This design comes from an exercise in tuning for small area and a short achievable clock period on the open sky130 flow, not from production work. Only simulation tests tie the RTL to the original design; equivalence was not proved. The clock input has no modelled driver; a real chip could not lean on it and would need a root buffer or a full tree. No activity file was given, so power comes from the tool's default toggle rates.

==> flow/design.v <==
module mem_test_ram_responder #(
    parameter int DATUM_WIDTH   = 8,
    parameter int ADDR_WIDTH    = 8,
    parameter int WRITE_LATENCY = 1,
    parameter int READ_LATENCY  = 2
) (
    input  logic                   i_clk,
    input  logic                   i_rst_n_async,
    input  logic                   i_wr_req,
    input  logic                   i_rd_req,
    input  logic [ADDR_WIDTH-1:0]  i_address,
    input  logic [DATUM_WIDTH-1:0] i_memory_data_write,
    input  logic                   i_fault_ena,
    input  logic [ADDR_WIDTH-1:0]  i_fault_addr,
    input  logic [DATUM_WIDTH-1:0] i_fault_mask,
    output logic                   o_memory_write_ready,
    output logic                   o_memory_read_valid,
    output logic [DATUM_WIDTH-1:0] o_memory_data_read,
    output logic                   o_busy
);
    localparam int DEPTH = 2 ** ADDR_WIDTH;
    localparam int W     = DATUM_WIDTH;
    localparam int LO_W  = ADDR_WIDTH / 2;
    localparam int HI_W  = ADDR_WIDTH - LO_W - 1;
    localparam int N_LO  = 2 ** (LO_W + 1);
    localparam int N_HI  = 2 ** HI_W;
    localparam int N_L16 = 2 ** LO_W;
    logic                   busy_r;
    logic                   write_ready_r;
    logic                   read_wait_r;
    logic                   read_valid_r;
    logic [W-1:0]           data_read_r;
    logic                   commit_r;
    logic [N_LO-1:0]        lo_r;
    logic [N_HI-1:0]        hi_r;
    logic [W-1:0]           wdata_r;
    logic [W-1:0]           mask_r;
    logic [DEPTH*W-1:0]     mem_r;
    logic [DEPTH*W-1:0]     mem_d_s;
    logic                   accept_wr_s;
    logic                   accept_rd_s;
    logic [W-1:0]           rd_word_s;
    assign accept_wr_s = !busy_r && i_wr_req;
    assign accept_rd_s = !busy_r && !i_wr_req && i_rd_req;
    always_ff @(posedge i_clk) begin
        commit_r <= accept_wr_s;
        lo_r     <= N_LO'(1) << {i_address[ADDR_WIDTH-1], i_address[LO_W-1:0]};
        hi_r     <= N_HI'(1) << i_address[ADDR_WIDTH-2:LO_W];
        wdata_r  <= i_memory_data_write;
        mask_r   <= (i_fault_ena && (i_fault_addr == i_address)) ? i_fault_mask : '0;
    end
    logic [N_LO-1:0]  wlo_s;
    logic [DEPTH-1:0] sel_n_s;
    logic [DEPTH-1:0] we_s;
    logic [DEPTH-1:0] we_n_s;
    assign wlo_s = lo_r & {N_LO{commit_r}};
    for (genvar k = 0; k < DEPTH; k++) begin : g_word
        localparam int KH = (k / N_L16) % N_HI;
        localparam int KL = (k / (N_L16 * N_HI)) * N_L16 + (k % N_L16);
        assign sel_n_s[k] = ~(hi_r[KH] & lo_r[KL]);
        assign we_n_s[k]  = ~(hi_r[KH] & wlo_s[KL]);
        assign we_s[k]    = ~(~hi_r[KH] | ~wlo_s[KL]);
        for (genvar j = 0; j < W; j++) begin : g_bit
            rr_cell_a22o u_cell (
                .a1(mem_r[k*W+j]), .a2(we_n_s[k]),
                .b1(wdata_r[j]),   .b2(we_s[k]),
                .x(mem_d_s[k*W+j])
            );
        end
    end
    always_ff @(posedge i_clk) begin
        mem_r <= mem_d_s;
    end
    for (genvar j = 0; j < W; j++) begin : g_rd
        logic [DEPTH/2-1:0]   l0_s;
        logic [DEPTH/4-1:0]   l1_s;
        logic [DEPTH/8-1:0]   l2_s;
        logic [DEPTH/16-1:0]  l3_s;
        logic [DEPTH/32-1:0]  l4_s;
        logic [DEPTH/64-1:0]  l5_s;
        logic [DEPTH/128-1:0] l6_s;
        logic                 rd_s;
        for (genvar p = 0; p < DEPTH/2; p++) begin : g_l0
            rr_cell_o22ai u_cell (
                .a1(sel_n_s[2*p]),   .a2(mem_r[(2*p)*W+j]),
                .b1(sel_n_s[2*p+1]), .b2(mem_r[(2*p+1)*W+j]),
                .y(l0_s[p])
            );
        end
        for (genvar p = 0; p < DEPTH/4; p++) begin : g_l1
            rr_cell_nor2 u_cell (.a(l0_s[2*p+1:2*p]), .y(l1_s[p]));
        end
        for (genvar p = 0; p < DEPTH/8; p++) begin : g_l2
            rr_cell_nand2 u_cell (.a(l1_s[2*p+1:2*p]), .y(l2_s[p]));
        end
        for (genvar p = 0; p < DEPTH/16; p++) begin : g_l3
            rr_cell_nor2 u_cell (.a(l2_s[2*p+1:2*p]), .y(l3_s[p]));
        end
        for (genvar p = 0; p < DEPTH/32; p++) begin : g_l4
            rr_cell_nand2 u_cell (.a(l3_s[2*p+1:2*p]), .y(l4_s[p]));
        end
        for (genvar p = 0; p < DEPTH/64; p++) begin : g_l5
            rr_cell_nor2 u_cell (.a(l4_s[2*p+1:2*p]), .y(l5_s[p]));
        end
        for (genvar p = 0; p < DEPTH/128; p++) begin : g_l6
            rr_cell_nand2 u_cell (.a(l5_s[2*p+1:2*p]), .y(l6_s[p]));
        end
        assign rd_s         = ~|l6_s;
        assign rd_word_s[j] = rd_s ^ mask_r[j];
    end
    always_ff @(posedge i_clk or negedge i_rst_n_async) begin
        if (!i_rst_n_async) begin
            busy_r        <= 1'b0;
            write_ready_r <= 1'b0;
            read_wait_r   <= 1'b0;
            read_valid_r  <= 1'b0;
            data_read_r   <= '0;
        end else begin
            busy_r        <= accept_wr_s || accept_rd_s || read_wait_r;
            write_ready_r <= accept_wr_s;
            read_wait_r   <= accept_rd_s;
            read_valid_r  <= read_wait_r;
            if (read_wait_r) begin
                data_read_r <= rd_word_s;
            end
        end
    end
    assign o_memory_write_ready = write_ready_r;
    assign o_memory_read_valid  = read_valid_r;
    assign o_memory_data_read   = data_read_r;
    assign o_busy               = busy_r;
endmodule
module rr_cell_a22o (
    input  logic a1, a2, b1, b2,
    output logic x
);
    assign x = (a1 & a2) | (b1 & b2);
endmodule
module rr_cell_o22ai (
    input  logic a1, a2, b1, b2,
    output logic y
);
    assign y = ~((a1 | a2) & (b1 | b2));
endmodule
module rr_cell_nor2 (
    input  logic [1:0] a,
    output logic       y
);
    assign y = ~|a;
endmodule
module rr_cell_nand2 (
    input  logic [1:0] a,
    output logic       y
);
    assign y = ~&a;
endmodule
export LEC_CHECK = 0
export ABC_CLOCK_PERIOD_IN_PS = 4500
export CAP_MARGIN = 20
export CORE_MARGIN = 2
export CORE_UTILIZATION = 40
export SETUP_SLACK_MARGIN = 3.1
export SLEW_MARGIN = 20
export SYNTH_HIERARCHICAL = 1
export SYNTH_MINIMUM_KEEP_SIZE = 0
create_clock -name core_clock -period 5.5 [get_ports {i_clk}]
standard.sh (not shown) runs the stock make flow with config.mk's settings and CLKGATE_MAP_FILE= SYNTH_SCRIPT=/design/flow/synth_recipe.tcl, a recipe that flattens the netlist after the stock synthesis.
==> flow/flow/run.sh <==
#!/bin/bash
# Standard ORFS layout (the standard.sh, unchanged synthesis, floorplan,
# placement and routing) with these changes:
#  * the clock tree is built without dummy balancing loads and with larger
#    sink clusters (fewer leaf buffers);
#  * each port gets a buf_2 as its port buffer;
set -euo pipefail
here=$(pwd)
bash standard.sh \
  "CTS_ARGS=-sink_clustering_enable -repair_clock_nets -dont_use_dummy_load -sink_clustering_size 22 -sink_clustering_max_diameter 120" \
  "BUFFER_PORTS_ARGS=-buffer_cell sky130_fd_sc_hd__buf_2" \
  "POST_CTS_TCL=$here/flow/clkroot.tcl" \
  finish > standard_flow.log 2>&1
Other scripts of this flow, unchanged in this note and not shown: flow/flow/clkroot.tcl
The starting point produced a clean layout.
Then changed:
--- a/flow/design.v
+++ b/flow/design.v
@@ -18,16 +18,15 @@
     output logic [DATUM_WIDTH-1:0] o_memory_data_read,
     output logic                   o_busy
 );
     localparam int DEPTH = 2 ** ADDR_WIDTH;
     localparam int W     = DATUM_WIDTH;
     localparam int LO_W  = ADDR_WIDTH / 2;
-    localparam int HI_W  = ADDR_WIDTH - LO_W - 1;
-    localparam int N_LO  = 2 ** (LO_W + 1);
+    localparam int HI_W  = ADDR_WIDTH - LO_W;
+    localparam int N_LO  = 2 ** LO_W;
     localparam int N_HI  = 2 ** HI_W;
-    localparam int N_L16 = 2 ** LO_W;
     logic                   busy_r;
     logic                   write_ready_r;
     logic                   read_wait_r;
     logic                   read_valid_r;
     logic [W-1:0]           data_read_r;
     logic                   commit_r;
@@ -41,28 +40,26 @@
     logic                   accept_rd_s;
     logic [W-1:0]           rd_word_s;
     assign accept_wr_s = !busy_r && i_wr_req;
     assign accept_rd_s = !busy_r && !i_wr_req && i_rd_req;
     always_ff @(posedge i_clk) begin
         commit_r <= accept_wr_s;
-        lo_r     <= N_LO'(1) << {i_address[ADDR_WIDTH-1], i_address[LO_W-1:0]};
-        hi_r     <= N_HI'(1) << i_address[ADDR_WIDTH-2:LO_W];
+        lo_r     <= N_LO'(1) << i_address[LO_W-1:0];
+        hi_r     <= N_HI'(1) << i_address[ADDR_WIDTH-1:LO_W];
         wdata_r  <= i_memory_data_write;
         mask_r   <= (i_fault_ena && (i_fault_addr == i_address)) ? i_fault_mask : '0;
     end
     logic [N_LO-1:0]  wlo_s;
     logic [DEPTH-1:0] sel_n_s;
     logic [DEPTH-1:0] we_s;
     logic [DEPTH-1:0] we_n_s;
     assign wlo_s = lo_r & {N_LO{commit_r}};
     for (genvar k = 0; k < DEPTH; k++) begin : g_word
-        localparam int KH = (k / N_L16) % N_HI;
-        localparam int KL = (k / (N_L16 * N_HI)) * N_L16 + (k % N_L16);
-        assign sel_n_s[k] = ~(hi_r[KH] & lo_r[KL]);
-        assign we_n_s[k]  = ~(hi_r[KH] & wlo_s[KL]);
-        assign we_s[k]    = ~(~hi_r[KH] | ~wlo_s[KL]);
+        assign sel_n_s[k] = ~(hi_r[k / N_LO] & lo_r[k % N_LO]);
+        assign we_n_s[k]  = ~(hi_r[k / N_LO] & wlo_s[k % N_LO]);
+        assign we_s[k]    = ~(~hi_r[k / N_LO] | ~wlo_s[k % N_LO]);
         for (genvar j = 0; j < W; j++) begin : g_bit
             rr_cell_a22o u_cell (
                 .a1(mem_r[k*W+j]), .a2(we_n_s[k]),
                 .b1(wdata_r[j]),   .b2(we_s[k]),
                 .x(mem_d_s[k*W+j])
             );
@@ -71,44 +68,36 @@
     always_ff @(posedge i_clk) begin
         mem_r <= mem_d_s;
     end
     for (genvar j = 0; j < W; j++) begin : g_rd
         logic [DEPTH/2-1:0]   l0_s;
         logic [DEPTH/4-1:0]   l1_s;
-        logic [DEPTH/8-1:0]   l2_s;
-        logic [DEPTH/16-1:0]  l3_s;
-        logic [DEPTH/32-1:0]  l4_s;
-        logic [DEPTH/64-1:0]  l5_s;
-        logic [DEPTH/128-1:0] l6_s;
+        logic [DEPTH/16-1:0]  l2_s;
+        logic [DEPTH/32-1:0]  l3_s;
+        logic [DEPTH/128-1:0] l4_s;
         logic                 rd_s;
         for (genvar p = 0; p < DEPTH/2; p++) begin : g_l0
             rr_cell_o22ai u_cell (
                 .a1(sel_n_s[2*p]),   .a2(mem_r[(2*p)*W+j]),
                 .b1(sel_n_s[2*p+1]), .b2(mem_r[(2*p+1)*W+j]),
                 .y(l0_s[p])
             );
         end
         for (genvar p = 0; p < DEPTH/4; p++) begin : g_l1
             rr_cell_nor2 u_cell (.a(l0_s[2*p+1:2*p]), .y(l1_s[p]));
         end
-        for (genvar p = 0; p < DEPTH/8; p++) begin : g_l2
-            rr_cell_nand2 u_cell (.a(l1_s[2*p+1:2*p]), .y(l2_s[p]));
+        for (genvar p = 0; p < DEPTH/16; p++) begin : g_l2
+            rr_cell_nand4 u_cell (.a(l1_s[4*p+3:4*p]), .y(l2_s[p]));
         end
-        for (genvar p = 0; p < DEPTH/16; p++) begin : g_l3
+        for (genvar p = 0; p < DEPTH/32; p++) begin : g_l3
             rr_cell_nor2 u_cell (.a(l2_s[2*p+1:2*p]), .y(l3_s[p]));
         end
-        for (genvar p = 0; p < DEPTH/32; p++) begin : g_l4
-            rr_cell_nand2 u_cell (.a(l3_s[2*p+1:2*p]), .y(l4_s[p]));
+        for (genvar p = 0; p < DEPTH/128; p++) begin : g_l4
+            rr_cell_nand4 u_cell (.a(l3_s[4*p+3:4*p]), .y(l4_s[p]));
         end
-        for (genvar p = 0; p < DEPTH/64; p++) begin : g_l5
-            rr_cell_nor2 u_cell (.a(l4_s[2*p+1:2*p]), .y(l5_s[p]));
-        end
-        for (genvar p = 0; p < DEPTH/128; p++) begin : g_l6
-            rr_cell_nand2 u_cell (.a(l5_s[2*p+1:2*p]), .y(l6_s[p]));
-        end
-        assign rd_s         = ~|l6_s;
+        assign rd_s         = ~|l4_s;
         assign rd_word_s[j] = rd_s ^ mask_r[j];
     end
     always_ff @(posedge i_clk or negedge i_rst_n_async) begin
         if (!i_rst_n_async) begin
             busy_r        <= 1'b0;
             write_ready_r <= 1'b0;
@@ -145,12 +134,12 @@
 module rr_cell_nor2 (
     input  logic [1:0] a,
     output logic       y
 );
     assign y = ~|a;
 endmodule
-module rr_cell_nand2 (
-    input  logic [1:0] a,
+module rr_cell_nand4 (
+    input  logic [3:0] a,
     output logic       y
 );
     assign y = ~&a;
 endmodule
Core utilization rose by 0.40 points.
Sequential share of layout area barely changes.
Final area drops by 0.47%.
Synthesized area went down by 1.4%.
Clock power is about the same.
Global-route usage came out higher by 1.8 points.

[separate check: timing with driven ports]
How much do the figures lean on ideal ports? The routed layouts below were timed once more, with nothing changed but the port constraints. Step 1 assumes that a clkbuf_16 drives the clock port and a buf_2 every other input. Step 2 also shifts input and output timing later by t, the mid clock arrival at the registers, as if the neighbouring blocks saw the same clock. Slacks: no drivers / after step 1 / after step 2; pairs: no drivers / after step 1.
run	t (ns)	slack for setup (ns)	hold WS [ns]	latest minus earliest clock arrival (ns)	worst data-port slew with drivers (ns)
the first run	0.774	3.067 / 2.964 / 2.704	0.427 / 0.272 / 0.489	0.054 / 0.055	0.33
the second run	0.780	2.964 / 2.924 / 2.964	0.411 / 0.257 / 0.488	0.025 / 0.025	0.19
After both steps setup and hold are still met in every run listed. The setup slack of the first run, which loses most, moves by -0.103 ns with the drivers and by -0.363 ns with both steps.
